This design comes from an exercise in tuning for small area, a short achievable clock period and few clock cycles on the open sky130 flow, not from production work.
RTL that was checked went through simulation tests only; none was proved equivalent to the original.
No functional check of the RTL was part of run 1.
Power figures rest on the tool's default switching activity, not on a simulated workload.

==> flow/design.v, too long to show whole: its modules and the start of the top module <==
// module accq_add40: 150 lines
// module accq_add32: 120 lines
// module accq_nq_tree: 308 lines
// module accq_top: 341 lines
// module accq_eng: 76 lines
module accq_top (
  input  logic        clk_i,
  input  logic        rst_ni,
  input  logic        cmd_valid_i,
  input  logic [9:0]  cmd_i,
  output logic        cmd_ready_o,
  input  logic        psum_valid_i,
  input  logic [31:0] psum_i,
  output logic        psum_ready_o,
  input  logic        norm_valid_i,
  input  logic [12:0] norm_i,
  output logic        norm_ready_o,
  output logic        out_valid_o,
  output logic [63:0] out_o,
  input  logic        out_ready_i,
  output logic        busy_o
);
  // ...
==> flow/flow/run.sh <==
#!/bin/bash
# Own flow: the standard layout (standard.sh, standard synthesis unchanged) with
#  - port buffers of buf_2 instead of the default delay buffer,
#  - a clock tree without dummy loads, built from clkbuf_8,
#  - a tighter setup repair target.
# make's own output goes to standard_flow.log; ORFS keeps each step's log under orfs/logs.
set -euo pipefail
bash standard.sh \
  "BUFFER_PORTS_ARGS=-buffer_cell sky130_fd_sc_hd__buf_2" \
  "CTS_ARGS=-sink_clustering_enable -repair_clock_nets -dont_use_dummy_load -buf_list sky130_fd_sc_hd__clkbuf_8 -sink_clustering_size 16 -sink_clustering_max_diameter 60" \
  "SETUP_SLACK_MARGIN=6.6" \
  finish > standard_flow.log 2>&1
==> flow/standard.sh <==
#!/bin/bash
# synth_recipe.tcl (not shown) runs the flow's synth.tcl, then flattens the netlist and writes it again
# the make line also repeats each setting of config.mk as NAME=value (left out here)
make -C /OpenROAD-flow-scripts/flow DESIGN_CONFIG=/design/flow/config.mk WORK_HOME=/design/flow/orfs CLKGATE_MAP_FILE= SYNTH_SCRIPT=/design/flow/synth_recipe.tcl "${@:-finish}"
==> flow/config.mk <==
export PLATFORM = sky130hd
export DESIGN_NAME = accq_top
export DESIGN_NICKNAME = accq_top
export VERILOG_FILES = /design/flow/design.v
export SDC_FILE = /design/flow/constraint.sdc
export NUM_CORES = 4
export LEC_CHECK = 0
export ABC_AREA = 1
export CAP_MARGIN = 20
export CORE_MARGIN = 2
export CORE_UTILIZATION = 60
export SLEW_MARGIN = 20
==> flow/constraint.sdc <==
create_clock -name core_clock -period 10.0 [get_ports {clk_i}]
set_input_delay 2.0000 -clock core_clock [delete_from_list [all_inputs] [get_ports {clk_i}]]
set_output_delay 2.0000 -clock core_clock [all_outputs]
set_load 0.01 [all_outputs]
==> summary.md, run 1 <==
| Metric | Value |
|---|---|
| Internal power | 3.49 mW |
| Met3 Routed Length | 5070 µm |
| CP Depth | 16 |
| Residual DRC count | 0 |
| Multi-input gates | 1,517 |
| Seq pwr share | 0.513 |
| Top-count cell post-synth | nand2_1 |
| Mean area per synthesized cell | 9.39 µm² |
| I/O pin cnt | 130 |
| Main flop type after synthesis | dfxtp_1 |
| Layout cell share with drive strength beyond 1 | 0.110 |
| Final setup viols | 0 |
| Combinational fraction of design power | 0.296 |
| Commonest non-fill, non-tap cells in the layout | nand2_1 (424), dfxtp_1 (371), inv_1 (349) |
| Crit-path slowest cell | ha_1 |
| Multi-input logic area | 10,700 µm² |
| Critical path peak fanout | 5 |
| Vias per cell | 5.41 |
| Largest regs | ring x256, out_sh x64, ca_q x39 |
| Buffering overhead | 0.0381 |
| Dpl ws | 4.93 ns |
| Compound-cell area share of the yosys netlist | 0.0897 |
| Hold Path Class | flop to flop |
| Top cell type's share of synthesized area | 0.319 |
| Critical path buffers and inverters | 3 |
| Max-cap violations | 0 |
| Vias in the first global route | 16,900 |
| Clock Latency Late Sink | 0.65 ns |
| Design area | 25,600 µm² |
| CTS tree | built |
| Tapcells | 518 |
| EDFF count, synth | 74 |
| Status | no timing/DRC/antenna violations |
==> module accq_top, before the edit <==
module accq_top (
  input  logic        clk_i,
  input  logic        rst_ni,
  input  logic        cmd_valid_i,
  input  logic [9:0]  cmd_i,
  output logic        cmd_ready_o,
  input  logic        psum_valid_i,
  input  logic [31:0] psum_i,
  output logic        psum_ready_o,
  input  logic        norm_valid_i,
  input  logic [12:0] norm_i,
  output logic        norm_ready_o,
  output logic        out_valid_o,
  output logic [63:0] out_o,
  input  logic        out_ready_i,
  output logic        busy_o
);
  localparam logic [1:0] OP_CLEAR = 2'd0;
  localparam logic [1:0] OP_ACCUM = 2'd1;
  localparam logic [1:0] OP_NQ    = 2'd2;
  localparam logic [1:0] OP_SO    = 2'd3;
  logic [31:0] ring [8];
  logic [2:0]  hp;
  logic [2:0]  pr_q;    
  logic [2:0]  nr_q;    
  logic        q0_v;
  logic [1:0]  q0_op;
  logic [7:0]  q0_len;
  logic        cmd_ready_q;
  logic [7:0]  rem;             
  logic [2:0]  ptr;             
  logic        add_after_nq;    
  logic        nq_since_add;    
  logic        nq_act;
  logic [2:0]  nq_idx;
  logic        so_after, clear_after;
  logic        tail_eng;        
  logic [7:0]  cleared;
  logic        fresh;           
  logic        so_busy, so_cap;
  logic        out_valid_q;
  logic [63:0] out_sh;
  logic        busy_q;
  logic        psum_ready_q, norm_ready_q;
  logic        add_fire_q;
  logic [31:0] psum_q;
  logic        head_clr_q;
  logic        sa_v, sb_v, sc_v;
  logic        sb_last_so, sc_last_so;
  logic [3:0]  b_one_q, b_two_q, b_neg_q;   
  logic        b_s7_q;
  logic [4:0]  ka_q, kb_q, kc_q;
  logic [7:0]  sa_hi_q;
  logic [39:0] ca_q;
  logic [7:0]  p_hi_q;
  logic [31:0] head, sum;
  logic [39:0] tree_s, tree_c;
  logic [39:0] pb;
  logic [39:0] pc;
  logic [7:0]  q;
  logic [7:0]  hbyte;
  logic        cap;
  assign head = head_clr_q ? 32'd0 : ring[0];
  accq_add32 u_add32 (.a(head), .b(psum_q), .y(sum));
  accq_nq_tree u_tree (.a(ring[7]), .one(b_one_q), .two(b_two_q), .neg(b_neg_q), .s7(b_s7_q),
                       .sum_o(tree_s), .carry_o(tree_c));
  accq_add40 u_add40 (.a({sa_hi_q, ring[6]}), .b(ca_q), .y(pb));
  assign pc = {p_hi_q, ring[5]};
  logic [22:0] x1;
  logic [14:0] x2;
  logic [10:0] x3;
  logic [8:0]  x4;
  logic [7:0]  win;
  logic [31:0] ne, ge;
  logic        ovf;
  always_comb begin
    x1  = kc_q[4] ? pc[38:16] : pc[22:0];
    x2  = kc_q[3] ? x1[22:8]  : x1[14:0];
    x3  = kc_q[2] ? x2[14:4]  : x2[10:0];
    x4  = kc_q[1] ? x3[10:2]  : x3[8:0];
    win = kc_q[0] ? x4[8:1]   : x4[7:0];
    ne  = pc[38:7] ^ {32{pc[39]}};
    for (int j = 0; j < 32; j++) ge[j] = (5'(j) >= kc_q);
    ovf = |(ne & ge);
    q   = ovf ? (pc[39] ? 8'h80 : 8'h7f) : win;
  end
  assign hbyte = head_clr_q ? 8'd0 : ring[0][7:0];
  always_ff @(posedge clk_i) begin
    for (int m = 0; m < 4; m++) ring[m] <= ring[m+1];
    ring[4] <= sc_v ? {{24{q[7]}}, q} : ring[5];
    ring[5] <= sb_v ? pb[31:0] : ring[6];
    ring[6] <= sa_v ? tree_s[31:0] : ring[7];
    ring[7] <= sum;   
    sa_hi_q <= tree_s[39:32];
    ca_q    <= tree_c;
    p_hi_q  <= pb[39:32];
    kb_q    <= ka_q;
    kc_q    <= kb_q;
    psum_q  <= psum_hs ? psum_i : 32'd0;
    ka_q    <= norm_i[4:0];
    if (sc_v || cap) out_sh <= {(sc_v ? q : hbyte), out_sh[63:8]};
  end
  logic        psum_hs, norm_hs, cmd_hs;
  logic [7:0]  rem_n;
  logic [2:0]  ptr_n, nq_idx_n, hp_n;
  logic        nq_act_n, add_after_nq_n, nq_since_add_n, so_after_n, clear_after_n, tail_eng_n;
  logic [7:0]  cleared_n;
  logic        fresh_n, so_busy_n, so_cap_n, out_valid_n;
  logic        q0_v_n;
  logic [1:0]  q0_op_n;
  logic [7:0]  q0_len_n;
  logic        disp, fold;
  logic        pipe_busy;
  assign psum_hs   = psum_valid_i & psum_ready_q;
  assign norm_hs   = norm_valid_i & norm_ready_q;
  assign cmd_hs    = cmd_valid_i & cmd_ready_q;
  assign cap       = so_busy & (so_cap | (hp == 3'd0));
  assign hp_n      = hp + 3'd1;
  assign pipe_busy = sa_v | sb_v | sc_v;
  logic [7:0] e_rem    [4];
  logic [2:0] e_ptr    [4];
  logic [2:0] e_nq_idx [4];
  logic       e_nq_act [4];
  logic       e_aan    [4];
  logic       e_disp   [4];
  logic       e_prdy   [4];
  logic       e_rz     [4];
  logic       e_r1     [4];
  logic       e_rlt8   [4];
  logic       e_rlt9   [4];
  logic [2:0] e_pr     [4];
  logic [2:0] e_nr     [4];
  logic [7:0] rem_dec;
  logic       rz_q, r1_q, rlt8_q, rlt9_q;
  assign rem_dec = rem - 8'd1;
  logic       e_nrdy   [4];
  if (1) begin : g_eng1
    accq_eng u_eng (
      .ph_i(psum_hs), .nh_i(norm_hs),
      .rem_i(rem), .rem_dec_i(rem_dec), .rz_i(rz_q), .r1_i(r1_q), .rlt8_i(rlt8_q), .rlt9_i(rlt9_q),
      .ptr_i(ptr), .nq_idx_i(nq_idx), .nq_act_i(nq_act),
      .add_after_nq_i(add_after_nq), .nq_since_add_i(nq_since_add),
      .q0_v_i(q0_v), .q0_op_i(q0_op), .q0_len_i(q0_len), .so_busy_i(so_busy),
      .pipe_busy_i(pipe_busy), .out_valid_i(out_valid_q), .hp_i(hp), .pr_i(pr_q), .nr_i(nr_q),
      .rem_o(e_rem[0]), .rz_o(e_rz[0]), .r1_o(e_r1[0]), .rlt8_o(e_rlt8[0]), .rlt9_o(e_rlt9[0]),
      .ptr_o(e_ptr[0]), .pr_o(e_pr[0]), .nq_idx_o(e_nq_idx[0]), .nr_o(e_nr[0]), .nq_act_o(e_nq_act[0]),
      .aan_o(e_aan[0]), .disp_acc_o(e_disp[0]), .psum_rdy_o(e_prdy[0]), .norm_rdy_o(e_nrdy[0])
    );
  end
  logic [1:0] hsel;
  logic       psum_ready_n, norm_ready_n;
  assign hsel         = 2'd0;
  assign psum_ready_n = e_prdy[hsel];
  assign norm_ready_n = e_nrdy[hsel];
  always_comb begin
    rem_n          = e_rem[hsel];
    ptr_n          = e_ptr[hsel];
    nq_idx_n       = e_nq_idx[hsel];
    nq_act_n       = e_nq_act[hsel];
    add_after_nq_n = e_aan[hsel];
    nq_since_add_n = nq_since_add;
    so_after_n     = so_after;
    clear_after_n  = clear_after;
    tail_eng_n     = tail_eng;
    cleared_n      = cleared;
    fresh_n        = fresh;
    so_busy_n      = so_busy;
    so_cap_n       = so_cap;
    out_valid_n    = out_valid_q & ~out_ready_i;
    q0_v_n         = q0_v;
    q0_op_n        = q0_op;
    q0_len_n       = q0_len;
    if (add_fire_q) cleared_n[hp] = 1'b0;
    if (sa_v && clear_after) cleared_n[hp - 3'd1] = 1'b1;
    if (sc_v && sc_last_so) out_valid_n = 1'b1;
    if (cap) begin
      so_cap_n = (hp != 3'd7);
      if (hp == 3'd7) begin
        so_busy_n   = 1'b0;
        out_valid_n = 1'b1;
        fresh_n     = 1'b1;
      end
    end
    disp = 1'b0;
    if (q0_v && !so_busy) begin
      case (q0_op)
        OP_ACCUM: disp = e_disp[hsel];
        OP_NQ:    disp = !nq_act && !pipe_busy && !out_valid_q;
        OP_SO:    disp = rz_q && !nq_act && !pipe_busy && !out_valid_q;
        default:  disp = rz_q && !nq_act;
      endcase
    end
    if (disp) begin
      q0_v_n = 1'b0;
      case (q0_op)
        OP_ACCUM: begin
          nq_since_add_n = 1'b0;
          if (q0_len != 8'd0) fresh_n = 1'b0;
          tail_eng_n = 1'b0;
        end
        OP_NQ: begin
          so_after_n     = 1'b0;
          clear_after_n  = 1'b0;
          nq_since_add_n = 1'b1;
          fresh_n        = 1'b1;
          tail_eng_n     = 1'b1;
        end
        OP_SO: begin
          if (fresh) out_valid_n = 1'b1;
          else begin
            so_busy_n = 1'b1;
            so_cap_n  = 1'b0;
          end
          tail_eng_n = 1'b0;
        end
        default: begin
          cleared_n  = 8'hff;
          fresh_n    = 1'b0;
          tail_eng_n = 1'b0;
        end
      endcase
    end
    fold = 1'b0;
    if (cmd_hs) begin
      if (tail_eng && nq_act && !(norm_ready_q && nq_idx == 3'd7)) begin
        if (cmd_i[9:8] == OP_SO && !so_after && !clear_after) fold = 1'b1;
        if (cmd_i[9:8] == OP_CLEAR) fold = 1'b1;
      end
      if (fold) begin
        if (cmd_i[9:8] == OP_SO) so_after_n = 1'b1;
        else begin
          clear_after_n = 1'b1;
          fresh_n       = 1'b0;
          for (int j = 0; j < 8; j++) if (3'(j) < nq_idx) cleared_n[j] = 1'b1;
        end
      end else begin
        q0_v_n     = 1'b1;
        q0_op_n    = cmd_i[9:8];
        q0_len_n   = cmd_i[7:0];
        tail_eng_n = 1'b0;
      end
    end
  end
  logic [7:0] s_eff;
  logic [9:0] by;
  logic [3:0] bd_one, bd_two, bd_neg;
  logic       bd_s7;
  always_comb begin
    s_eff = (head_clr_q & ~add_fire_q) ? 8'd0 : norm_i[12:5];
    by    = {1'b0, s_eff, 1'b0};
    for (int i = 0; i < 4; i++) begin
      bd_one[i] = by[2*i+1] ^ by[2*i];
      bd_two[i] = (by[2*i+2] & ~by[2*i+1] & ~by[2*i]) | (~by[2*i+2] & by[2*i+1] & by[2*i]);
      bd_neg[i] = by[2*i+2];
    end
    bd_s7 = s_eff[7];
  end
  logic busy_n;
  assign busy_n = q0_v_n || !e_rz[hsel] || nq_act_n || norm_hs || pipe_busy ||
                  so_busy_n || out_valid_n;
  always_ff @(posedge clk_i or negedge rst_ni) begin
    if (!rst_ni) begin
      hp           <= '0;
      pr_q         <= '0;
      nr_q         <= '0;
      rz_q         <= 1'b1;
      r1_q         <= 1'b0;
      rlt8_q       <= 1'b1;
      rlt9_q       <= 1'b1;
      q0_v         <= 1'b0;
      cmd_ready_q  <= 1'b0;
      rem          <= '0;
      ptr          <= '0;
      add_after_nq <= 1'b0;
      nq_since_add <= 1'b0;
      nq_act       <= 1'b0;
      nq_idx       <= '0;
      tail_eng     <= 1'b0;
      cleared      <= 8'hff;
      fresh        <= 1'b0;
      so_busy      <= 1'b0;
      out_valid_q  <= 1'b0;
      busy_q       <= 1'b0;
      psum_ready_q <= 1'b0;
      norm_ready_q <= 1'b0;
      add_fire_q   <= 1'b0;
      head_clr_q   <= 1'b1;
      sa_v         <= 1'b0;
      sb_v         <= 1'b0;
      sc_v         <= 1'b0;
    end else begin
      hp           <= hp_n;
      pr_q         <= e_pr[hsel];
      nr_q         <= e_nr[hsel];
      rz_q         <= e_rz[hsel];
      r1_q         <= e_r1[hsel];
      rlt8_q       <= e_rlt8[hsel];
      rlt9_q       <= e_rlt9[hsel];
      q0_v         <= q0_v_n;
      cmd_ready_q  <= ~q0_v_n;
      rem          <= rem_n;
      ptr          <= ptr_n;
      add_after_nq <= add_after_nq_n;
      nq_since_add <= nq_since_add_n;
      nq_act       <= nq_act_n;
      nq_idx       <= nq_idx_n;
      tail_eng     <= tail_eng_n;
      cleared      <= cleared_n;
      fresh        <= fresh_n;
      so_busy      <= so_busy_n;
      out_valid_q  <= out_valid_n;
      busy_q       <= busy_n;
      psum_ready_q <= psum_ready_n;
      norm_ready_q <= norm_ready_n;
      add_fire_q   <= psum_hs;
      head_clr_q   <= cleared_n[hp_n];
      sa_v         <= norm_hs;
      sb_v         <= sa_v;
      sc_v         <= sb_v;
    end
  end
  always_ff @(posedge clk_i) begin
    q0_op        <= q0_op_n;
    q0_len       <= q0_len_n;
    so_after     <= so_after_n;
    clear_after  <= clear_after_n;
    so_cap       <= so_cap_n;
    b_one_q      <= bd_one;
    b_two_q      <= bd_two;
    b_neg_q      <= bd_neg;
    b_s7_q       <= bd_s7;
    sb_last_so   <= sa_v && (hp == 3'd0) && so_after;
    sc_last_so   <= sb_last_so;
  end
  assign cmd_ready_o  = cmd_ready_q;
  assign psum_ready_o = psum_ready_q;
  assign norm_ready_o = norm_ready_q;
  assign out_valid_o  = out_valid_q;
  assign out_o        = out_sh;
  assign busy_o       = busy_q;
endmodule
==> run 2, diff against run 1 <==
--- a/flow/design.v
+++ b/flow/design.v
@@ -677,6 +677,6 @@
   logic        b_s7_q;
-  logic [4:0]  ka_q, kb_q, kc_q;
+  logic [4:0]  ka_q, kb_q;
+  logic [2:0]  kc_q;
   logic [7:0]  sa_hi_q;
   logic [39:0] ca_q;
-  logic [7:0]  p_hi_q;
   logic [31:0] head, sum;
@@ -684,3 +684,2 @@
   logic [39:0] pb;
-  logic [39:0] pc;
   logic [7:0]  q;
@@ -693,20 +692,37 @@
   accq_add40 u_add40 (.a({sa_hi_q, ring[6]}), .b(ca_q), .y(pb));
-  assign pc = {p_hi_q, ring[5]};
-  logic [22:0] x1;
-  logic [14:0] x2;
-  logic [10:0] x3;
-  logic [8:0]  x4;
+  logic [1:0]  cs;
+  logic [15:0] qb;
+  logic [39:0] neb;
+  logic        hi_ok;
+  always_comb begin
+    cs = kb_q[4:3];
+    case (cs)
+      2'd0:    qb = pb[15:0];
+      2'd1:    qb = pb[23:8];
+      2'd2:    qb = pb[31:16];
+      default: qb = pb[39:24];
+    endcase
+    neb   = pb ^ {40{pb[39]}};
+    hi_ok = (cs == 2'd3) ||
+            ((neb[38:32] == 7'd0) && ((cs == 2'd2) ||
+             ((neb[31:24] == 8'd0) && ((cs == 2'd1) || (neb[23:16] == 8'd0)))));
+  end
+  logic [15:0] qc;
+  logic        sgn_c, hi_ok_c;
+  logic [11:0] x3;
+  logic [9:0]  x4;
   logic [7:0]  win;
-  logic [31:0] ne, ge;
+  logic [8:0]  ne, ge;
   logic        ovf;
   always_comb begin
-    x1  = kc_q[4] ? pc[38:16] : pc[22:0];
-    x2  = kc_q[3] ? x1[22:8]  : x1[14:0];
-    x3  = kc_q[2] ? x2[14:4]  : x2[10:0];
-    x4  = kc_q[1] ? x3[10:2]  : x3[8:0];
-    win = kc_q[0] ? x4[8:1]   : x4[7:0];
-    ne  = pc[38:7] ^ {32{pc[39]}};
-    for (int j = 0; j < 32; j++) ge[j] = (5'(j) >= kc_q);
-    ovf = |(ne & ge);
-    q   = ovf ? (pc[39] ? 8'h80 : 8'h7f) : win;
+    qc      = ring[5][15:0];
+    sgn_c   = ring[5][16];
+    hi_ok_c = ring[5][17];
+    x3  = kc_q[2] ? qc[15:4] : qc[11:0];
+    x4  = kc_q[1] ? x3[11:2] : x3[9:0];
+    win = kc_q[0] ? x4[8:1]  : x4[7:0];
+    ne  = qc[15:7] ^ {9{sgn_c}};
+    for (int j = 0; j < 9; j++) ge[j] = (4'(j) >= {1'b0, kc_q});
+    ovf = !hi_ok_c || |(ne & ge);
+    q   = ovf ? (sgn_c ? 8'h80 : 8'h7f) : win;
   end
@@ -716,3 +732,3 @@
     ring[4] <= sc_v ? {{24{q[7]}}, q} : ring[5];
-    ring[5] <= sb_v ? pb[31:0] : ring[6];
+    ring[5] <= {ring[6][31:18], sb_v ? {hi_ok, pb[39], qb} : ring[6][17:0]};
     ring[6] <= sa_v ? tree_s[31:0] : ring[7];
@@ -721,5 +737,4 @@
     ca_q    <= tree_c;
-    p_hi_q  <= pb[39:32];
     kb_q    <= ka_q;
-    kc_q    <= kb_q;
+    kc_q    <= kb_q[2:0];
     psum_q  <= psum_hs ? psum_i : 32'd0;
@@ -762,5 +777,5 @@
   logic       e_nrdy   [4];
-  if (1) begin : g_eng1
+  for (genvar g = 0; g < 4; g++) begin : g_eng
     accq_eng u_eng (
-      .ph_i(psum_hs), .nh_i(norm_hs),
+      .ph_i(g[1]), .nh_i(g[0]),
       .rem_i(rem), .rem_dec_i(rem_dec), .rz_i(rz_q), .r1_i(r1_q), .rlt8_i(rlt8_q), .rlt9_i(rlt9_q),
@@ -770,5 +785,5 @@
       .pipe_busy_i(pipe_busy), .out_valid_i(out_valid_q), .hp_i(hp), .pr_i(pr_q), .nr_i(nr_q),
-      .rem_o(e_rem[0]), .rz_o(e_rz[0]), .r1_o(e_r1[0]), .rlt8_o(e_rlt8[0]), .rlt9_o(e_rlt9[0]),
-      .ptr_o(e_ptr[0]), .pr_o(e_pr[0]), .nq_idx_o(e_nq_idx[0]), .nr_o(e_nr[0]), .nq_act_o(e_nq_act[0]),
-      .aan_o(e_aan[0]), .disp_acc_o(e_disp[0]), .psum_rdy_o(e_prdy[0]), .norm_rdy_o(e_nrdy[0])
+      .rem_o(e_rem[g]), .rz_o(e_rz[g]), .r1_o(e_r1[g]), .rlt8_o(e_rlt8[g]), .rlt9_o(e_rlt9[g]),
+      .ptr_o(e_ptr[g]), .pr_o(e_pr[g]), .nq_idx_o(e_nq_idx[g]), .nr_o(e_nr[g]), .nq_act_o(e_nq_act[g]),
+      .aan_o(e_aan[g]), .disp_acc_o(e_disp[g]), .psum_rdy_o(e_prdy[g]), .norm_rdy_o(e_nrdy[g])
     );
@@ -777,3 +792,3 @@
   logic       psum_ready_n, norm_ready_n;
-  assign hsel         = 2'd0;
+  assign hsel         = {psum_hs, norm_hs};
   assign psum_ready_n = e_prdy[hsel];
--- a/flow/flow/run.sh
+++ b/flow/flow/run.sh
@@ -10,3 +10,3 @@
   "CTS_ARGS=-sink_clustering_enable -repair_clock_nets -dont_use_dummy_load -buf_list sky130_fd_sc_hd__clkbuf_8 -sink_clustering_size 16 -sink_clustering_max_diameter 60" \
-  "SETUP_SLACK_MARGIN=6.6" \
+  "SETUP_SLACK_MARGIN=7.1" \
   finish > standard_flow.log 2>&1
==> summary.md, run 2 <==
| Metric | Value |
|---|---|
| Status | no timing/DRC/antenna violations |
| Die width | 203 µm |
| Avg WL per Cell | 20.1 µm |
| Critical path buffers and inverters | 1 (-2) |
| EDFF count, synth | 74 (unchanged) |
| Initial Util | 0.611 |
| R2r startpoint | head_clr_q |
| Final TNS setup | 0 ns |
| GPL Wtd Cong | 0.933 |
| Hold Path Class | flop to flop |
| Clock-pin slew on the worst setup and hold paths | 0.10 ns |
| Clock net sink count | 491 |
| Worst Setup Start Kind | flop |
| P per Cell Area | 304 nW/µm² |
| Layout cell share with drive strength beyond 1 | 0.249 (+0.139) |
| Multi-input logic area | 12,600 µm² (+17%) |
| Initial drt markers | 1,643 |
| Crit path kind | flop to output pin |
| Largest regs | ring x256, out_sh x64, ca_q x39 |
| Yosys top cell by area | dfxtp_1 |
| Peak supply drop | 0.237 mV |
| Final Max Slew Viols | 0 |
| Tmin final | 3.27 ns |
| Number of diodes | 0 |
| Syn Nets | 2,874 |
| Clock buffer count from CTS | 42 |
| Static Leak | 13.5 nW |
| I/O Buffers | 129 |
| Reg area | 10,900 µm² |
| Drt first pass iters | 6 |
| Worst slew margin | 0.289 |
| Final nets | 3,138 |
| Top cell type's share of synthesized area | 0.308 (-0.0112) |
| Top-count cell post-synth | nand2_1 |
| CP Cell Sequence | buf_2 |
| Design area | 28,800 µm² (+12%) |
| Vias | 18,900 |
| GRT Util Overall | 0.305 |
| Standard-cell rows | 72 |
| Largest net degree at the start of global routing | 69 |
| Max incr delay on CP | 0.45 ns |
| Die ar. | 41,100 µm² |
| Residual DRC count | 0 (unchanged) |
| WP data required | 8.00 ns |
| Synthesized instance count | 2,572 |
| Actual slew at the worst max-slew pin | 1.06 ns |
| Final setup viols | 0 (unchanged) |
| Crit. End Element | output pin |
| Initial antenna violation count | 0 |
| Dpl hpwl | 42,400 µm |
| Longest Clk Path Bufs | 3 |
| Clock Latency Late Sink | 0.67 ns (+0.02 ns) |
| Max-cap violations | 0 (unchanged) |
| Critical Path Start | out_sh[8] |
| Syn-to-layout area delta | 21.3% |
| Vias in the first global route | 18,000 (+6.5%) |
| Main area contributors after synthesis | dfxtp_1 (31%), fa_1 (10%), edfxtp_1 (9.4%) |
| WP data arrival | 1.27 ns |
| Hold Crit Start | ring[2][14] |
| Biggest register | ring |
| Mean area per synthesized cell | 9.22 µm² (-1.8%) |
| #FFs+latches synth | 491 |
| I/O pin cnt | 130 (unchanged) |
| Warnings from Yosys | 18 |
| Final WL | 67,500 µm |
| Overflow after GRT | 0 |
| Library cells used by synthesis | 57 |
| FILL cells | 2,718 |
| Cell Area, Synth | 23,700 µm² |
| Commonest non-fill, non-tap cells in the layout | nand2_1 (424), inv_1 (356), dfxtp_1 (319) |
| Post-synth ARST share | 0.106 |
| Crit-path slowest cell | edfxtp_1 |
| Die height | 203 µm |
| CTS tree | built |
| Antenna Nets Post-Route | 0 |
| Largest register FFs | 256 |
| Synth cell count leaders | nand2_1 (467), inv_1 (384), dfxtp_1 (365), nor2_1 (177), xor2_1 (164) |
| Root Driver | clkbuf_8 |
| H-tree Lvls | 2 |
| Skew final | 0.0930 ns |
| Main flop type after synthesis | dfxtp_1 |
| Global-route wire length before repair | 97,300 µm |
| Commonest non-fill, non-tap cell in the layout | nand2_1 |
| Hold Fails Final Rpt | 0 |
| Dpl cell area | 24,800 µm² |
| Final Cycle Share | 0.327 |
| Vias per cell | 5.63 (+4.1%) |
| CORE AREA | 38,800 µm² |
| Fmax | 0.306 GHz |
| Register area share after synthesis | 0.457 |
| RSZ-0062 raised after global routing | yes |
| Largest delay contributor family on the critical path | flip-flops |
| Critical path peak fanout | 2 (-3) |
run 2: through the flow:
stage | instances | setup WS [ns] | total power, mW | util | hold WS [ns]
CTS | 3274 | 6.72 | 8.10 | 0.687 | 0.312
global route | 3352 | 6.67 | 9.29 | 0.741 | 0.313
global placement | 3147 | 6.00 | 6.44 | 0.637 | 0.309
floorplan | 2572 | 7.02 | 5.39 | - | 0.310
detailed placement | 3147 | 5.86 | 6.58 | 0.637 | 0.312
finish | 3352 | 6.73 | 8.75 | 0.741 | 0.318
run 2: where the power goes:
| group | total, mW | internal, mW | switching [mW] |
|---|---|---|---|
| registers | 2.97 | 2.59 | 0.371 |
| clock network | 1.00 | 0.376 | 0.629 |
| logic | 4.78 | 1.88 | 2.90 |
run 2: final cells by class:
cell class,count,share of cell area
timing repair inverter,10,0.00244
sequential,491,0.380
tap,518,0.0225
clock buffer,42,0.0201
timing repair buffer,288,0.0769
inverter,428,0.0609
multi-input combinational,1575,0.437
run 2: per-layer routing:
metal	GRT usage	vias up	part of all wire
met2	0.479	952	0.46
li1	-	8667	-
met3	0.0669	211	0.090
met5	0	-	0
met4	0.0980	0	0.037
met1	0.423	9029	0.41
run 2: cell families after synthesis:
| group | after synthesis | synth area share |
|---|---|---|
| flip-flops | 491 | 0.457 |
| buffers and inverters | 506 | 0.0818 |
| multiplexers | 2 | 0.000897 |
| AND/OR/NAND/NOR | 782 | 0.135 |
| AO/OA/AOI/OAI | 371 | 0.0924 |
| adder cells (fa/ha/maj) | 241 | 0.166 |
| XOR/XNOR | 179 | 0.0661 |
run 2: repair_timing:
item,4_1_cts,5_1_grt
cloned,9,7
buffers inserted,76,71
endpoints found under the setup margin,185,128
pin swaps,37,134
gates resized for setup,153,328
hold buffers,0,0
run 2: worst paths after layout:
kind	endpoint	slack [ns]	cells past startpoint
max reg2reg	ring[7][31]	6.93	19
min reg2reg	ring[1][14]	0.32	0
min in group asynchronous	out_valid_q	1.51	2
min	ring[1][14]	0.32	0
max	out_o[8]	6.73	1
max in group asynchronous	sa_v	7.97	2
Testbench counts of run 2, summed over its fixed seeds: cycles 13,168.
==> run 3, diff against run 2 <==
--- a/flow/flow/run.sh
+++ b/flow/flow/run.sh
@@ -10,3 +10,3 @@
   "CTS_ARGS=-sink_clustering_enable -repair_clock_nets -dont_use_dummy_load -buf_list sky130_fd_sc_hd__clkbuf_8 -sink_clustering_size 16 -sink_clustering_max_diameter 60" \
-  "SETUP_SLACK_MARGIN=7.1" \
+  "SETUP_SLACK_MARGIN=6.6" \
   finish > standard_flow.log 2>&1
==> summary.md, run 3 <==
| Metric | Value |
|---|---|
| EDFF count, synth | 74 (unchanged) |
| Commonest non-fill, non-tap cell in the layout | nand2_1 |
| R2R depth | 9 (-10) |
| I/O Buffers | 129 (unchanged) |
| Avg WL per Cell | 18.2 µm (-9.7%) |
| Max-cap violations | 0 (unchanged) |
| Die ar. | 41,100 µm² (unchanged) |
| Final WL | 58,300 µm (-14%) |
| Die height | 203 µm (unchanged) |
| Post-synth ARST share | 0.106 (unchanged) |
| Dpl ws | 5.84 ns (-0.0206 ns) |
| #FFs+latches synth | 491 (unchanged) |
| Overflow after GRT | 0 (unchanged) |
| Largest regs | ring x256, out_sh x64, ca_q x39 |
| Syn-to-layout area delta | 7.98% |
| Residual DRC count | 0 (unchanged) |
| Hold_buf cts | 0 (unchanged) |
| Fmax | 0.303 GHz (-0.86%) |
| Initial drt markers | 1,345 (-18%) |
| FILL cells | 3,227 (+19%) |
| Hold-critical path depth | 0 (unchanged) |
| Clock buffer count from CTS | 41 (-2.4%) |
| Warnings from Yosys | 18 (unchanged) |
| Standard-cell rows | 72 (unchanged) |
| Setup slack, reg-to-reg | 6.70 ns (-0.23 ns) |
| H-tree Lvls | 2 (unchanged) |
| Top cell type's share of synthesized area | 0.308 (unchanged) |
| Top-count cell post-synth | nand2_1 |
| Dpl hpwl | 42,300 µm (-0.34%) |
| Library cells used by synthesis | 57 (unchanged) |
| Static Leak | 12.4 nW (-7.8%) |
| Actual slew at the worst max-slew pin | 0.988 ns (-0.0757 ns) |
| Setup slack after layout | 6.70 ns (-0.0282 ns) |
| WP data required | 10.46 ns (+2.46 ns) |
| Final nets | 2,990 (-4.7%) |
| GPL Wtd Cong | 0.920 (-1.4%) |
| Global-route wire length before repair | 91,300 µm (-6.3%) |
| Clock Latency Late Sink | 0.64 ns (-0.03 ns) |
| Synthesized instance count | 2,572 (unchanged) |
| Main area contributors after synthesis | dfxtp_1 (31%), fa_1 (10%), edfxtp_1 (9.4%) |
| Crit path kind | flop to flop |
| Critical path peak fanout | 15 (+13) |
| Vias in the first global route | 17,200 (-4.7%) |
| Peak supply drop | 0.229 mV (-3.5%) |
| Commonest non-fill, non-tap cells in the layout | nand2_1 (464), inv_1 (379), dfxtp_1 (361) |
| Tmin final | 3.30 ns (+0.0282 ns) |
| Vias | 17,600 (-6.9%) |
| Syn Nets | 2,874 (unchanged) |
| Antenna Nets Post-Route | 0 (unchanged) |
| Longest Clk Path Bufs | 3 (unchanged) |
| Crit. End Element | flop |
| Initial antenna violation count | 1 (+1) |
| Worst Setup Start Kind | flop |
| CTS tree | built |
| Synth cell count leaders | nand2_1 (467), inv_1 (384), dfxtp_1 (365), nor2_1 (177), xor2_1 (164) |
| Skew final | 0.0692 ns (-0.0238 ns) |
| Clock-pin slew on the worst setup and hold paths | 0.10 ns (about the same) |
| Largest net degree at the start of global routing | 69 (unchanged) |
| GRT Util Overall | 0.282 (-0.0225) |
| Drt first pass iters | 6 (unchanged) |
| Cell Area, Synth | 23,700 µm² (unchanged) |
| Final TNS setup | 0 ns (unchanged) |
| Non-filler cells, final | 3,205 (-4.4%) |
| Status | no timing/DRC/antenna violations |
| Placed Cells | 3,148 (+0.032%) |
| RSZ-0062 raised after global routing | yes |
| Final Cycle Share | 0.330 (+0.00282) |
| Layout cell share with drive strength beyond 1 | 0.0968 (-0.153) |
| Initial Util | 0.611 (unchanged) |
| I/O pin cnt | 130 (unchanged) |
| Root Driver | clkbuf_8 |
| Vias per cell | 5.48 (-2.6%) |
| Final setup viols | 0 (unchanged) |
| Final Util | 0.659 (-0.0813) |
| Register area share after synthesis | 0.457 (unchanged) |
| Final Max Slew Viols | 0 (unchanged) |
| Worst slew margin | 0.340 (+0.0506) |
| WP data arrival | 3.76 ns (+2.49 ns) |
| Biggest register | ring |
| Hold Path Class | flop to flop |
| P per Cell Area | 301 nW/µm² (-1.1%) |
| Die width | 203 µm (unchanged) |
| CORE AREA | 38,800 µm² (unchanged) |
| Main flop type after synthesis | dfxtp_1 |
| Yosys top cell by area | dfxtp_1 |
| Largest register FFs | 256 (unchanged) |
| Clock net sink count | 491 (unchanged) |
| Mean area per synthesized cell | 9.22 µm² (unchanged) |
| WHS | 0.316 ns (-0.00252 ns) |
| Hold Fails Final Rpt | 0 (unchanged) |
## run 3: worst max-delay path, cell delays in order (launching register included)
cell and delay, ns:
dfxtp_1 0.51, clkinvlp_4 0.47, o22ai_1 0.32, xor2_1 0.22, fa_1 0.44, inv_1 0.07
fa_1 0.45, fa_1 0.48, nand2_1 0.07, o21ai_0 0.08
## run 3: layout make-up
class                           count  area (µm²)  share of cell area
Tap cell                          518         648              0.0253
Antenna cell                        1        2.50           0.0000977
Inverter                          428        1640              0.0640
Clock buffer                       41         564              0.0220
Multi-Input combinational cell   1575       11000               0.431
Timing Repair Buffer              146         833              0.0325
Timing Repair inverter              5        37.5             0.00147
Sequential cell                   491       10900               0.424
## run 3: worst paths after layout
check	start	endpoint
setup / recovery	b_two_q[1]	ring[6][11]
hold reg to reg	ring[2][29]	ring[1][29]
setup reg to reg	b_two_q[1]	ring[6][11]
max in group asynchronous	rst_ni	sa_v
hold / removal	ring[2][29]	ring[1][29]
min in group asynchronous	rst_ni	nq_idx[1]
## run 3: logic make-up after synthesis
kind of cell             count (synthesis)  synth area share
AO/OA/AOI/OAI                          371            0.0924
XOR/XNOR                               179            0.0661
adder cells (fa/ha/maj)                241             0.166
buffers and inverters                  506            0.0818
flip-flops                             491             0.457
multiplexers                             2          0.000897
AND/OR/NAND/NOR                        782             0.135
## run 3: power breakdown
group	internal, mW	switching (mW)
clock	0.367	0.599
combinational	1.37	2.46
sequential	2.58	0.318
## run 3: what timing repair did
item                       CTS  global route
setup endpoints to repair   51            37
pin swaps                    0             2
resized for setup           13            23
setup buffers                0             9
cloned                       0             5
## run 3: metal layers
metal  GRT usage  up-vias  wire length [µm]
met5           0        -                 0
met4      0.0905        0              1610
met3      0.0541      115              4850
met2       0.436      708             25700
met1       0.404     8352             26100
li1            -     8392                 -
## run 3: through the flow
step,power (mW),cell area [µm²]
after floorplan,5.38,23700
after CTS,7.58,25400
final,7.70,25600
after global routing,8.33,25600
after global placement,6.44,24700
after detailed placement,6.58,24700
==> run 4, diff against run 3 <==
--- a/flow/flow/run.sh
+++ b/flow/flow/run.sh
@@ -10,3 +10,3 @@
   "CTS_ARGS=-sink_clustering_enable -repair_clock_nets -dont_use_dummy_load -buf_list sky130_fd_sc_hd__clkbuf_8 -sink_clustering_size 16 -sink_clustering_max_diameter 60" \
-  "SETUP_SLACK_MARGIN=6.6" \
+  "SETUP_SLACK_MARGIN=6.85" \
   finish > standard_flow.log 2>&1
--- a/flow/config.mk
+++ b/flow/config.mk
@@ -10,3 +10,3 @@
 export CORE_MARGIN = 2
-export CORE_UTILIZATION = 60
+export CORE_UTILIZATION = 65
 export SLEW_MARGIN = 20
==> summary.md, run 4 <==
| Metric | Value |
|---|---|
| Status | no timing/DRC/antenna violations |
| Combinational fraction of design power | 0.515 (+0.017) |
| Main flop type after synthesis | dfxtp_1 |
| Final WL | 61,800 µm (+6.1%) |
| Avg WL per Cell | 19.1 µm (+4.8%) |
| Final nets | 3,086 (+3.2%) |
| Die ar. | 38,000 µm² (-7.5%) |
| Hold Fails Final Rpt | 0 (unchanged) |
| Largest net degree at the start of global routing | 69 (unchanged) |
| Final setup viols | 0 (unchanged) |
| Number of diodes | 0 (-1) |
| Global-route wire length before repair | 95,300 µm (+4.4%) |
| Final TNS setup | 0 ns (unchanged) |
| Syn Nets | 2,874 (unchanged) |
| Dpl cell area | 24,700 µm² (-0.35%) |
| Clock net sink count | 491 (unchanged) |
| Library cells used by synthesis | 57 (unchanged) |
| R2r startpoint | ring[6][15] |
| Final Max Slew Viols | 0 (unchanged) |
| Setup slack after layout | 6.75 ns (+0.0486 ns) |
| Vias per cell | 5.62 (+2.5%) |
| Sw Pwr | 3.54 mW (+4.7%) |
| Post-synth ARST share | 0.106 (unchanged) |
| Largest delay contributor family on the critical path | flip-flops |
| Actual slew at the worst max-slew pin | 0.994 ns (+0.00671 ns) |
| Design area | 26,600 µm² (+3.8%) |
| I/O Buffers | 129 (unchanged) |
| #FFs+latches synth | 491 (unchanged) |
| Commonest non-fill, non-tap cell in the layout | nand2_1 |
| Top cell type's share of synthesized area | 0.308 (unchanged) |
| Skew final | 0.0654 ns (-0.00370 ns) |
| Max-cap violations | 0 (unchanged) |
| GPL Wtd Cong | 0.914 (-0.70%) |
| CORE AREA | 35,700 µm² (-7.9%) |
| EDFF count, synth | 74 (unchanged) |
| Tmin final | 3.25 ns (-0.0486 ns) |
| RSZ-0062 raised after global routing | yes |
| Power share of the clock group | 0.121 (-0.005) |
| Seq pwr share | 0.364 (-0.012) |
| Dpl ws | 5.79 ns (-0.0441 ns) |
| Max incr delay on CP | 0.46 ns (-0.05 ns) |
| Critical path peak fanout | 2 (-13) |
| Hold Path Class | flop to flop |
| CP Cell Sequence | buf_6 |
| WHS | 0.308 ns (-0.00820 ns) |
| Internal power | 4.50 mW (+4.3%) |
| Residual DRC count | 0 (unchanged) |
| Die height | 195 µm (-3.8%) |
| Hold_buf cts | 0 (unchanged) |
| Commonest non-fill, non-tap cells in the layout | nand2_1 (452), inv_1 (375), dfxtp_1 (347) |
| Top-count cell post-synth | nand2_1 |
| Crit-path slowest cell | edfxtp_1 |
| Static Leak | 12.9 nW (+3.9%) |
| Crit path kind | flop to output pin |
| Initial drt markers | 1,527 (+14%) |
| WP data required | 8.00 ns (-2.46 ns) |
| Cell Area, Synth | 23,700 µm² (unchanged) |
| Critical path buffers and inverters | 1 (-1) |
| CTS tree | built |
| Vias | 18,200 (+3.7%) |
| Layout cell share with drive strength beyond 1 | 0.154 (+0.0574) |
| Overflow after GRT | 0 (unchanged) |
| Die width | 195 µm (-3.8%) |
| Biggest register | ring |
| Critical Path Start | out_sh[16] |
| Synth cell count leaders | nand2_1 (467), inv_1 (384), dfxtp_1 (365), nor2_1 (177), xor2_1 (164) |
| Antenna Nets Post-Route | 0 (unchanged) |
| P per Cell Area | 303 nW/µm² (+0.61%) |
| Syn-to-layout area delta | 12.1% |
| Switching Fraction | 0.440 (+0.000838) |
| Mean area per synthesized cell | 9.22 µm² (unchanged) |
| Dpl hpwl | 41,800 µm (-1.1%) |
| WP data arrival | 1.25 ns (-2.51 ns) |
| Largest register FFs | 256 (unchanged) |
| Yosys top cell by area | dfxtp_1 |
| Peak supply drop | 0.306 mV (+34%) |
| Longest Clk Path Bufs | 3 (unchanged) |
| Final Cycle Share | 0.325 (-0.00486) |
| Clock-pin slew on the worst setup and hold paths | 0.09 ns (about the same) |
| Root Driver | clkbuf_8 |
| Initial antenna violation count | 0 (-1) |
| Main area contributors after synthesis | dfxtp_1 (31%), fa_1 (10%), edfxtp_1 (9.4%) |
| I/O pin cnt | 130 (unchanged) |
| Drt first pass iters | 5 (-1) |
| H-tree Lvls | 2 (unchanged) |
| Crit. End Element | output pin |
| Worst slew margin | 0.335 (-0.00448) |
| Vias in the first global route | 17,900 (+4.2%) |
| GRT Util Overall | 0.321 (+0.0383) |
| Worst Setup Start Kind | flop |
| Initial Util | 0.663 (+0.0527) |
| Hold Crit Start | ring[4][26] |
| Warnings from Yosys | 18 (unchanged) |
| Standard-cell rows | 69 (-4.2%) |
| Register area share after synthesis | 0.457 (unchanged) |
| Largest regs | ring x256, out_sh x64, ca_q x39 |
| Synthesized instance count | 2,572 (unchanged) |
| Fmax | 0.308 GHz (+1.5%) |
| Clock buffer count from CTS | 41 (unchanged) |
| Clock Latency Late Sink | 0.63 ns (about the same) |
-- run 4: cell types whose count changed in the layout (fill, tap and decap cells not counted), sizes merged --
| cell | change |
|---|---|
| buf | +92 |
| clkinvlp | +26 |
| clkinv | -21 |
| diode | -1 |
| inv | -1 |
-- run 4: cells by family (layout without fill, tap and decap cells) --
| family | count (synthesis) | in the layout | synth area share |
|---|---|---|---|
| AND/OR/NAND/NOR | 782 | 782 | 0.135 |
| buffers and inverters | 506 | 716 | 0.0818 |
| adder cells (fa/ha/maj) | 241 | 241 | 0.166 |
| AO/OA/AOI/OAI | 371 | 371 | 0.0924 |
| flip-flops | 491 | 491 | 0.457 |
| XOR/XNOR | 179 | 179 | 0.0661 |
| multiplexers | 2 | 2 | 0.000897 |
-- run 4: area by class of cell --
cell class              count  area (µm²)
clock buffers              41         564
fillers                  2612        9160
inverters                 428        1730
multi-input cells        1575       11200
flip-flops and latches    491       10900
well taps                 461         577
repair buffers            238        1570
repair inverters            9        65.1
-- run 4: metrics by stage --
| stage | power (mW) | instances | util |
|---|---|---|---|
| after detailed placement | 6.57 | 3089 | 0.690 |
| after floorplan | 5.38 | 2572 | - |
| after global routing | 8.62 | 3243 | 0.744 |
| final | 8.04 | 3243 | 0.744 |
| after global placement | 6.41 | 3089 | 0.690 |
| after CTS | 7.75 | 3181 | 0.722 |
-- run 4: path summary, 6_finish.rpt --
check	end	slack (ns)	cells past startpoint
min	ring[3][26]	0.31	0
min in group asynchronous	nq_idx[0]	1.50	2
max	out_o[16]	6.75	1
max reg2reg	ring[5][17]	6.80	20
min reg2reg	ring[3][26]	0.31	0
max in group asynchronous	sa_v	7.98	2
-- run 4: metal layers --
layer,GRT usage,share of wire
met1,0.437,0.42
met5,0,0
met4,0.0885,0.028
met3,0.0836,0.10
met2,0.511,0.46
-- run 4: power by group through the flow --
stage | Clock, mW | Combinational, mW | Sequential, mW
floorplan | 0 | 2.57 | 2.82
finish | 0.972 | 4.15 | 2.93
global route | 1.06 | 4.58 | 2.97
CTS | 0.987 | 3.86 | 2.90
detailed placement | 0 | 3.65 | 2.92
global placement | 0 | 3.50 | 2.91
-- run 4: repair_timing --
item	in CTS	in global routing
pin swaps	4	16
hold endpoints to repair	0	0
buffers inserted	43	61
setup endpoints to repair	146	121
resized for setup	38	91
gates cloned	8	1
-- run 4: worst reg2reg max path: stages, from the launching register on --
cell and delay, ns:
dfxtp_1 0.36, ha_4 0.30, nand2_1 0.10, nor2_2 0.17
inv_1 0.05, nor2_1 0.12, nand2_2 0.08, nand2_4 0.12
nand2_1 0.08, nand2_2 0.09, inv_1 0.08, o21a_1 0.19
fa_2 0.52, inv_1 0.11, nor3_2 0.18, nand2_1 0.06
nor2_1 0.09, nand2_1 0.06, nand3_1 0.13, nand4_1 0.15
nand2_1 0.10
==> run 5, diff against run 4 <==
--- a/flow/config.mk
+++ b/flow/config.mk
@@ -10,3 +10,4 @@
 export CORE_MARGIN = 2
-export CORE_UTILIZATION = 65
+export CORE_UTILIZATION = 60
+export PLACE_DENSITY = 0.75
 export SLEW_MARGIN = 20
==> summary.md, run 5 <==
| Metric | Value |
|---|---|
| Crit-path slowest cell | edfxtp_1 |
| Layout cell share with drive strength beyond 1 | 0.160 (+0.00627) |
| I/O pin cnt | 130 (unchanged) |
| Worst Setup Start Kind | flop |
| Largest regs | ring x256, out_sh x64, ca_q x39 |
| Reg area | 10,900 µm² (about the same) |
| Critical path peak fanout | 2 (unchanged) |
| Warnings from Yosys | 18 (unchanged) |
| Main area contributors after synthesis | dfxtp_1 (31%), fa_1 (10%), edfxtp_1 (9.4%) |
| Largest register FFs | 256 (unchanged) |
| Final nets | 3,077 (-0.29%) |
| Vias | 18,200 (+0.16%) |
| CTS tree | built |
| Largest delay contributor family on the critical path | flip-flops |
| Placed Cells | 3,148 (+1.9%) |
| Syn Nets | 2,874 (unchanged) |
| Longest Clk Path Bufs | 3 (unchanged) |
| EDFF count, synth | 74 (unchanged) |
| Post-synth ARST share | 0.106 (unchanged) |
| Final Util | 0.688 (-0.0562) |
| Internal power | 4.55 mW (+0.94%) |
| Overflow after GRT | 0 (unchanged) |
| Yosys top cell by area | dfxtp_1 |
| Setup slack, reg-to-reg | 6.88 ns (+0.08 ns) |
| Cell Area, Synth | 23,700 µm² (unchanged) |
| CP Depth | 1 (unchanged) |
| Syn-to-layout area delta | 12.6% |
| Static Leak | 12.9 nW (-0.34%) |
| Die ar. | 41,100 µm² (+8.2%) |
| Synth cell count leaders | nand2_1 (467), inv_1 (384), dfxtp_1 (365), nor2_1 (177), xor2_1 (164) |
| Avg WL per Cell | 18.5 µm (-2.7%) |
| Standard-cell rows | 72 (+4.3%) |
| Mean area per synthesized cell | 9.22 µm² (unchanged) |
| Design area | 26,700 µm² (+0.42%) |
| Final setup viols | 0 (unchanged) |
| WP data required | 8.00 ns (about the same) |
| Initial drt markers | 1,480 (-3.1%) |
| Register area share after synthesis | 0.457 (unchanged) |
| Number of diodes | 0 (unchanged) |
| Crit. End Element | output pin |
| Combinational fraction of design power | 0.518 (+0.003) |
| Root Driver | clkbuf_8 |
| Actual slew at the worst max-slew pin | 0.999 ns (+0.00457 ns) |
| Final TNS setup | 0 ns (unchanged) |
| Clock buffer count from CTS | 41 (unchanged) |
| Die width | 203 µm (+4.0%) |
| Dpl hpwl | 42,100 µm (+0.82%) |
| P per Cell Area | 303 nW/µm² (+0.14%) |
| Worst slew margin | 0.332 (-0.00305) |
| Largest net degree at the start of global routing | 69 (unchanged) |
| Dpl cell area | 24,700 µm² (+0.35%) |
| RSZ-0062 raised after global routing | yes |
| RR Endpoint | ring[6][28] |
| Final Max Slew Viols | 0 (unchanged) |
| Initial antenna violation count | 0 (unchanged) |
| Switching Fraction | 0.438 (-0.00210) |
| Max-cap violations | 0 (unchanged) |
| Residual DRC count | 0 (unchanged) |
| Hold Fails Final Rpt | 0 (unchanged) |
| Critical path buffers and inverters | 1 (unchanged) |
| Final WL | 61,000 µm (-1.2%) |
| Clock Latency Late Sink | 0.64 ns (about the same) |
| I/O Buffers | 129 (unchanged) |
| Crit path kind | flop to output pin |
| Commonest non-fill, non-tap cells in the layout | nand2_1 (445), inv_1 (374), dfxtp_1 (346) |
| GPL Wtd Cong | 0.936 (+2.4%) |
| Status | no timing/DRC/antenna violations |
| Vias in the first global route | 18,100 (+0.98%) |
| Biggest register | ring |
| Tmin final | 3.20 ns (-0.0507 ns) |
| Non-filler cells, final | 3,291 (+1.5%) |
| R2r startpoint | ring[7][27] |
| Seq pwr share | 0.363 (about the same) |
| Global-route wire length before repair | 94,800 µm (-0.52%) |
| Fmax | 0.313 GHz (+1.6%) |
| R2R depth | 9 (-55%) |
| Initial Util | 0.611 (-0.0527) |
| GRT Util Overall | 0.293 (-0.0274) |
| CORE AREA | 38,800 µm² (+8.6%) |
| WP data arrival | 1.20 ns (-0.05 ns) |
| Final Cycle Share | 0.320 (-0.00507) |
| Top cell type's share of synthesized area | 0.308 (unchanged) |
| Skew final | 0.0798 ns (+0.0144 ns) |
| Sw Pwr | 3.54 mW (about the same) |
| CP Cell Sequence | buf_2 |
| Die height | 203 µm (+4.0%) |
| Drt first pass iters | 7 (+2) |
| FILL cells | 2,957 (+13%) |
| Synthesized instance count | 2,572 (unchanged) |
| Hold Crit Start | ring[1][28] |
| Total Power | 8.09 mW (+0.56%) |
| Top-count cell post-synth | nand2_1 |
| Multi-input logic area | 11,300 µm² (+1.3%) |
| Hold-critical path depth | 0 (unchanged) |
| Clock-pin slew on the worst setup and hold paths | 0.09 ns (about the same) |
| Hold_buf cts | 0 (unchanged) |
| Max incr delay on CP | 0.42 ns (-0.04 ns) |
| #FFs+latches synth | 491 (unchanged) |
| Library cells used by synthesis | 57 (unchanged) |
| Antenna Nets Post-Route | 0 (unchanged) |
| Hold EP | ring[0][28] |
| Vias per cell | 5.54 (-1.3%) |
| Commonest non-fill, non-tap cell in the layout | nand2_1 |
| Hold Path Class | flop to flop |
| Clock net sink count | 491 (unchanged) |
| Power share of the clock group | 0.119 (-0.002) |
| H-tree Lvls | 2 (unchanged) |
| Peak supply drop | 0.165 mV (-46%) |
| Main flop type after synthesis | dfxtp_1 |
run 5: kinds of logic after synthesis:
family                     synth area share
adders and majority gates             0.166
AOI/OAI and AO/OA                    0.0924
buffers and inverters                0.0818
and+or+nand+nor                       0.135
xor gates and xnor gates             0.0661
muxes                              0.000897
DFF                                   0.457
run 5: worst max path at each step:
| stage | slack (ns) | startpoint | endpoint |
|---|---|---|---|
| after floorplan | 6.89 | hp[0] | out_sh[0] |
| after global placement | 5.91 | psum_valid_i | r1_q |
| after detailed placement | 5.83 | b_neg_q[0] | ring[6][24] |
| after CTS | 6.76 | out_sh[61] | out_o[61] |
| after global routing | 6.69 | q0_op[1] | norm_ready_q |
| final | 6.80 | out_sh[31] | out_o[31] |
run 5: routing by layer:
metal  global-route usage  part of all wire  wire, µm
met1                0.394              0.41     25200
met4                0.103             0.035      2130
met5                    0                 0         0
met3               0.0631             0.096      5840
met2                0.472              0.46     27900
run 5: what timing repair did:
item	in CTS	in global routing
pin swaps	4	21
gates resized for setup	36	115
cloned	6	1
setup buffers	46	49
endpoints found under the setup margin	156	114
run 5: power by group through the flow:
stage / Clock (mW) / Sequential [mW] / Combinational [mW]
global placement: 0 / 2.91 / 3.52
finish: 0.966 / 2.93 / 4.19
global route: 1.07 / 2.98 / 4.63
detailed placement: 0 / 2.93 / 3.65
floorplan: 0 / 2.82 / 2.57
CTS: 0.993 / 2.89 / 3.84
run 5: cell type report:
class                           count  share of cell area
Sequential cell                   491               0.407
Tap cell                          518              0.0243
Multi-Input combinational cell   1575               0.425
Inverter                          428              0.0641
Timing Repair inverter              7             0.00187
Timing Repair Buffer              231              0.0562
Clock buffer                       41              0.0211
run 5: stage by stage:
| step | hold slack [ns] | worst slack, ns |
|---|---|---|
| 2_1_floorplan | 0.310 | 6.89 |
| 3_3_place_gp | 0.310 | 5.91 |
| 3_5_place_dp | 0.312 | 5.83 |
| 4_1_cts | 0.298 | 6.76 |
| 5_1_grt | 0.299 | 6.69 |
| 6_report | 0.296 | 6.80 |
==> run 6, diff against run 5 <==
--- a/flow/config.mk
+++ b/flow/config.mk
@@ -11,3 +11,3 @@
 export CORE_UTILIZATION = 60
-export PLACE_DENSITY = 0.75
+export PLACE_DENSITY = 0.5
 export SLEW_MARGIN = 20
==> summary.md, run 6 <==
| Metric | Value |
|---|---|
| Worst slew margin | 0.330 (-0.00218) |
| I/O pin cnt | 130 (unchanged) |
| Vias | 18,000 (-1.5%) |
| #FFs+latches synth | 491 (unchanged) |
| Register area share after synthesis | 0.457 (unchanged) |
| Overflow after GRT | 0 (unchanged) |
| Final TNS setup | 0 ns (unchanged) |
| Die ar. | 41,100 µm² (unchanged) |
| Global-route wire length before repair | 94,900 µm (+0.11%) |
| Crit. End Element | output pin |
| Syn Nets | 2,874 (unchanged) |
| Final Max Slew Viols | 0 (unchanged) |
| Initial Util | 0.611 (unchanged) |
| Peak supply drop | 0.220 mV (+33%) |
| Mean area per synthesized cell | 9.22 µm² (unchanged) |
| Placed Cells | 3,148 (unchanged) |
| I/O Buffers | 129 (unchanged) |
| Fmax | 0.312 GHz (-0.35%) |
| Tmin final | 3.21 ns (+0.0112 ns) |
| Main flop type after synthesis | dfxtp_1 |
| Syn-to-layout area delta | 12.6% (about the same) |
| Root Driver | clkbuf_8 |
| GPL Wtd Cong | 0.920 (-1.6%) |
| Final setup viols | 0 (unchanged) |
| Static Leak | 12.9 nW (about the same) |
| P per Cell Area | 300 nW/µm² (-0.95%) |
| Post-Synth XOR/XNOR Area | 0.0661 (unchanged) |
| Residual DRC count | 0 (unchanged) |
| Non-filler cells, final | 3,290 (-0.030%) |
| Post-Synth Adder-Cell Area | 0.166 (unchanged) |
| Initial drt markers | 1,301 (-12%) |
| Seq pwr share | 0.365 (+0.002) |
| Clock buffer count from CTS | 41 (unchanged) |
| Clock net sink count | 491 (unchanged) |
| Number of diodes | 0 (unchanged) |
| Final WL | 60,500 µm (-0.94%) |
| Layout cell share with drive strength beyond 1 | 0.158 (-0.00247) |
| Largest net degree at the start of global routing | 69 (unchanged) |
| Design area | 26,700 µm² (about the same) |
| Sw Pwr | 3.50 mW (-1.2%) |
| RSZ-0062 raised after global routing | yes |
| Initial antenna violation count | 0 (unchanged) |
| H-tree Lvls | 2 (unchanged) |
| WP data required | 8.00 ns (about the same) |
| Setup slack after layout | 6.79 ns (-0.0112 ns) |
| Final Cycle Share | 0.321 (+0.00112) |
| Critical path peak fanout | 2 (unchanged) |
| Biggest register | ring |
| Dpl cell area | 24,700 µm² (unchanged) |
| Synthesized instance count | 2,572 (unchanged) |
| Max-cap violations | 0 (unchanged) |
| Longest Clk Path Bufs | 3 (unchanged) |
| Dpl ws | 5.84 ns (+0.00962 ns) |
| Actual slew at the worst max-slew pin | 1.00 ns (+0.00327 ns) |
| Combinational fraction of design power | 0.514 (-0.004) |
| Internal power | 4.51 mW (-0.83%) |
| Clock-pin slew on the worst setup and hold paths | 0.10 ns (about the same) |
| WP data arrival | 1.21 ns (about the same) |
| Commonest non-fill, non-tap cell in the layout | nand2_1 |
| Reg area | 10,900 µm² (about the same) |
| Post-synth ARST share | 0.106 (unchanged) |
| Avg WL per Cell | 18.4 µm (-0.91%) |
| Clock Latency Late Sink | 0.63 ns (about the same) |
| Status | no timing/DRC/antenna violations |
| Worst Setup Start Kind | flop |
| Drt first pass iters | 5 (-2) |
| Top cell type's share of synthesized area | 0.308 (unchanged) |
| Vias per cell | 5.46 (-1.5%) |
| Largest regs | ring x256, out_sh x64, ca_q x39 |
| Main area contributors after synthesis | dfxtp_1 (31%), fa_1 (10%), edfxtp_1 (9.4%) |
| Mux cell area share after synthesis | 0.000897 (unchanged) |
| Standard-cell rows | 72 (unchanged) |
| Crit path kind | flop to output pin |
| Library cells used by synthesis | 57 (unchanged) |
| CORE AREA | 38,800 µm² (unchanged) |
| Max incr delay on CP | 0.43 ns (about the same) |
| EDFF count, synth | 74 (unchanged) |
| CTS tree | built |
| Compound-cell area share of the yosys netlist | 0.0924 (unchanged) |
| Final nets | 3,076 (-0.032%) |
| Largest delay contributor family on the critical path | flip-flops |
| Skew final | 0.0646 ns (-0.0153 ns) |
| Top-count cell post-synth | nand2_1 |
| Switching Fraction | 0.437 (-0.000873) |
| Synth cell count leaders | nand2_1 (467), inv_1 (384), dfxtp_1 (365), nor2_1 (177), xor2_1 (164) |
| Commonest non-fill, non-tap cells in the layout | nand2_1 (441), inv_1 (375), dfxtp_1 (346) |
| Cell Area, Synth | 23,700 µm² (unchanged) |
| Die height | 203 µm (unchanged) |
| Warnings from Yosys | 18 (unchanged) |
| Crit-path slowest cell | edfxtp_1 |
| Power share of the clock group | 0.121 (+0.002) |
| Total Power | 8.01 mW (-0.98%) |
| Critical path buffers and inverters | 1 (unchanged) |
| GRT Util Overall | 0.296 (+0.00246) |
| Largest family of logic cells by synthesized area | adder cells |
| Dpl hpwl | 42,300 µm (+0.34%) |
| Yosys top cell by area | dfxtp_1 |
| Die width | 203 µm (unchanged) |
| Multi-input logic area | 11,300 µm² (-0.33%) |
| FILL cells | 3,085 (+4.3%) |
| Vias in the first global route | 17,700 (-2.0%) |
| Antenna Nets Post-Route | 0 (unchanged) |
| Largest register FFs | 256 (unchanged) |
| Simple-gate share of the synthesized area | 0.135 (unchanged) |
| CP Cell Sequence | buf_2 |
| Hold Fails Final Rpt | 0 (unchanged) |
| Hold Path Class | flop to flop |
[run 6: path summary, 6_finish.rpt]
kind                       cells after the start           to         from  slack [ns]
max                                            1    out_o[10]   out_sh[10]        6.79
min                                            0  ring[0][14]  ring[1][14]        0.31
max reg2reg                                   20  ring[5][17]  ring[6][17]        6.91
min reg2reg                                    0  ring[0][14]  ring[1][14]        0.31
max in group asynchronous                      2         sa_v       rst_ni        7.97
min in group asynchronous                      2    nq_idx[1]       rst_ni        1.52
[run 6: layout make-up]
cell class,instances,share of cell area
timing repair buffer,230,0.0575
inverter,428,0.0640
multi-input combinational,1575,0.424
sequential,491,0.407
timing repair inverter,7,0.00188
clock buffer,41,0.0211
tap,518,0.0243
[run 6: routing by layer]
layer | wire length (µm) | GRT usage | vias to the layer above
met4 | 1740 | 0.105 | 2
met2 | 27300 | 0.458 | 700
li1 | - | - | 8541
met5 | 71 | 0 | -
met1 | 26400 | 0.408 | 8603
met3 | 4980 | 0.0706 | 120
[run 6: power groups by stage]
stage / Clock (mW) / Combinational, mW / Sequential (mW)
3_5_place_dp: 0 / 3.65 / 2.93
5_1_grt: 1.07 / 4.61 / 2.97
2_1_floorplan: 0 / 2.57 / 2.82
3_3_place_gp: 0 / 3.53 / 2.92
6_report: 0.966 / 4.12 / 2.92
4_1_cts: 1.00 / 3.86 / 2.89
[run 6: logic make-up (layout without fill, tap and decap cells)]
logic type | after synthesis | count (layout)
xor gates and xnor gates | 179 | 179
adders and majority gates | 241 | 241
AOI/OAI and AO/OA | 371 | 371
muxes | 2 | 2
and+or+nand+nor | 782 | 782
DFF | 491 | 491
buffers and inverters | 506 | 706
[run 6: through the flow]
step / hold slack, ns / util
floorplan: 0.310 / -
global placement: 0.310 / 0.637
detailed placement: 0.312 / 0.637
CTS: 0.320 / 0.668
global route: 0.325 / 0.687
finish: 0.315 / 0.687
[run 6: repair_timing]
action | 4_1_cts | 5_1_grt
pin swaps | 3 | 19
resized for setup | 37 | 114
setup endpoints to repair | 148 | 117
hold buffers | 0 | 0
cloned | 6 | 1
buffers inserted | 49 | 45
==> run 7, diff against run 6 <==
--- a/flow/config.mk
+++ b/flow/config.mk
@@ -11,3 +11,2 @@
 export CORE_UTILIZATION = 60
-export PLACE_DENSITY = 0.5
 export SLEW_MARGIN = 20
==> summary.md, run 7 <==
| Metric | Value |
|---|---|
| Status | no timing/DRC/antenna violations |
| Commonest non-fill, non-tap cell in the layout | nand2_1 |
| Static Leak | 12.9 nW (unchanged) |
| Skew final | 0.0646 ns (unchanged) |
| Setup slack, reg-to-reg | 6.91 ns (about the same) |
| FILL cells | 3,085 (unchanged) |
| Vias | 18,000 (unchanged) |
| Post-synth ARST share | 0.106 (unchanged) |
| Tmin final | 3.21 ns (unchanged) |
| Initial drt markers | 1,301 (unchanged) |
| Main area contributors after synthesis | dfxtp_1 (31%), fa_1 (10%), edfxtp_1 (9.4%) |
| Worst Setup Start Kind | flop |
| Largest delay contributor family on the critical path | flip-flops |
| Actual slew at the worst max-slew pin | 1.00 ns (unchanged) |
| CP Cell Sequence | buf_2 |
| Final nets | 3,076 (unchanged) |
| P per Cell Area | 300 nW/µm² (unchanged) |
| Antenna Nets Post-Route | 0 (unchanged) |
| Max-cap violations | 0 (unchanged) |
| Final setup viols | 0 (unchanged) |
| RSZ-0062 raised after global routing | yes |
| GRT Util Overall | 0.296 (unchanged) |
| CTS tree | built |
| Initial Util | 0.611 (unchanged) |
| Standard-cell rows | 72 (unchanged) |
| EDFF count, synth | 74 (unchanged) |
| Mean area per synthesized cell | 9.22 µm² (unchanged) |
| Avg WL per Cell | 18.4 µm (unchanged) |
| Multi-input logic area | 11,300 µm² (unchanged) |
| Clock net sink count | 491 (unchanged) |
| Main flop type after synthesis | dfxtp_1 |
| Overflow after GRT | 0 (unchanged) |
| Final WL | 60,500 µm (unchanged) |
| I/O Buffers | 129 (unchanged) |
| Layout cell share with drive strength beyond 1 | 0.158 (unchanged) |
| Number of diodes | 0 (unchanged) |
| I/O pin cnt | 130 (unchanged) |
| WP data required | 8.00 ns (about the same) |
| Max incr delay on CP | 0.43 ns (about the same) |
| Die width | 203 µm (unchanged) |
| Synth cell count leaders | nand2_1 (467), inv_1 (384), dfxtp_1 (365), nor2_1 (177), xor2_1 (164) |
| Dpl ws | 5.84 ns (unchanged) |
| Synthesized instance count | 2,572 (unchanged) |
| Syn Nets | 2,874 (unchanged) |
| Largest net degree at the start of global routing | 69 (unchanged) |
| CORE AREA | 38,800 µm² (unchanged) |
| Library cells used by synthesis | 57 (unchanged) |
| Largest register FFs | 256 (unchanged) |
| Crit-path slowest cell | edfxtp_1 |
| Top cell type's share of synthesized area | 0.308 (unchanged) |
| Fmax | 0.312 GHz (unchanged) |
| Dpl hpwl | 42,300 µm (unchanged) |
| GPL Wtd Cong | 0.920 (unchanged) |
| Setup slack after layout | 6.79 ns (unchanged) |
| Critical path buffers and inverters | 1 (unchanged) |
| Crit. End Element | output pin |
| Top-count cell post-synth | nand2_1 |
| Register area share after synthesis | 0.457 (unchanged) |
| Commonest non-fill, non-tap cells in the layout | nand2_1 (441), inv_1 (375), dfxtp_1 (346) |
| H-tree Lvls | 2 (unchanged) |
| Drt first pass iters | 5 (unchanged) |
| Hold Fails Final Rpt | 0 (unchanged) |
| Biggest register | ring |
| #FFs+latches synth | 491 (unchanged) |
| Critical path peak fanout | 2 (unchanged) |
| Worst slew margin | 0.330 (unchanged) |
| Vias in the first global route | 17,700 (unchanged) |
| Yosys top cell by area | dfxtp_1 |
| Total Power | 8.01 mW (unchanged) |
| Final Cycle Share | 0.321 (unchanged) |
| Largest regs | ring x256, out_sh x64, ca_q x39 |
| Die height | 203 µm (unchanged) |
| Die ar. | 41,100 µm² (unchanged) |
| Final Max Slew Viols | 0 (unchanged) |
| Final TNS setup | 0 ns (unchanged) |
| Vias per cell | 5.46 (unchanged) |
| Root Driver | clkbuf_8 |
| Clock Latency Late Sink | 0.63 ns (about the same) |
| Crit path kind | flop to output pin |
| Reg area | 10,900 µm² (unchanged) |
| Final Util | 0.687 (unchanged) |
| Initial antenna violation count | 0 (unchanged) |
| Peak supply drop | 0.220 mV (unchanged) |
| Warnings from Yosys | 18 (unchanged) |
| Hold_buf cts | 0 (unchanged) |
| Longest Clk Path Bufs | 3 (unchanged) |
| Hold Path Class | flop to flop |
| Clock buffer count from CTS | 41 (unchanged) |
| Global-route wire length before repair | 94,900 µm (unchanged) |
| WP data arrival | 1.21 ns (about the same) |
| Syn-to-layout area delta | 12.6% (unchanged) |
| Clock-pin slew on the worst setup and hold paths | 0.10 ns (about the same) |
| Cell Area, Synth | 23,700 µm² (unchanged) |
| Residual DRC count | 0 (unchanged) |
-- run 7: area by class of cell --
type	count	area share
multi-input combinational	1575	0.424
sequential	491	0.407
inverter	428	0.0640
timing repair buffer	230	0.0575
tap	518	0.0243
clock buffer	41	0.0211
timing repair inverter	7	0.00188
-- run 7: timing repair --
| item | in CTS | in global routing |
|---|---|---|
| setup buffers | 49 | 45 |
| gates cloned | 6 | 1 |
| endpoints found under the setup margin | 148 | 117 |
| pin swaps | 3 | 19 |
| gates resized for setup | 37 | 114 |
-- run 7: power by group --
group	switching (mW)	internal, mW
clock network	0.599	0.367
registers	0.343	2.58
logic	2.56	1.56
-- run 7: kinds of logic after synthesis --
logic type      share of synthesized area
fa+ha+maj                           0.166
xor+xnor                           0.0661
mux                              0.000897
buf+inv                            0.0818
compound gates                     0.0924
simple gates                        0.135
flops                               0.457
-- run 7: stage by stage --
stage          hold slack (ns)  cell area [µm²]  instances
6_report                 0.315            26700       3290
4_1_cts                  0.320            25900       3244
2_1_floorplan            0.310            23700       2572
3_5_place_dp             0.312            24700       3148
5_1_grt                  0.325            26700       3290
3_3_place_gp             0.310            24700       3148
-- run 7: final timing paths --
check,start,endpoint,depth (start not counted)
max in group asynchronous,rst_ni,sa_v,2
min in group asynchronous,rst_ni,nq_idx[1],2
hold reg to reg,ring[1][14],ring[0][14],0
setup reg to reg,ring[6][17],ring[5][17],20
setup / recovery,out_sh[10],out_o[10],1
hold / removal,ring[1][14],ring[0][14],0
-- run 7: metal layers --
metal / GRT usage / wire length [µm] / vias to the layer above
li1: - / - / 8541
met1: 0.408 / 26400 / 8603
met2: 0.458 / 27300 / 700
met3: 0.0706 / 4980 / 120
met4: 0.105 / 1740 / 2
met5: 0 / 71 / -

Check on run 7: ideal ports give 6.792 ns setup slack; a clkbuf_16 on the clock port and buf_2 on the inputs give 6.740 ns; moving port delays by the midpoint clock arrival (0.655 ns) as well gives 6.408 ns.
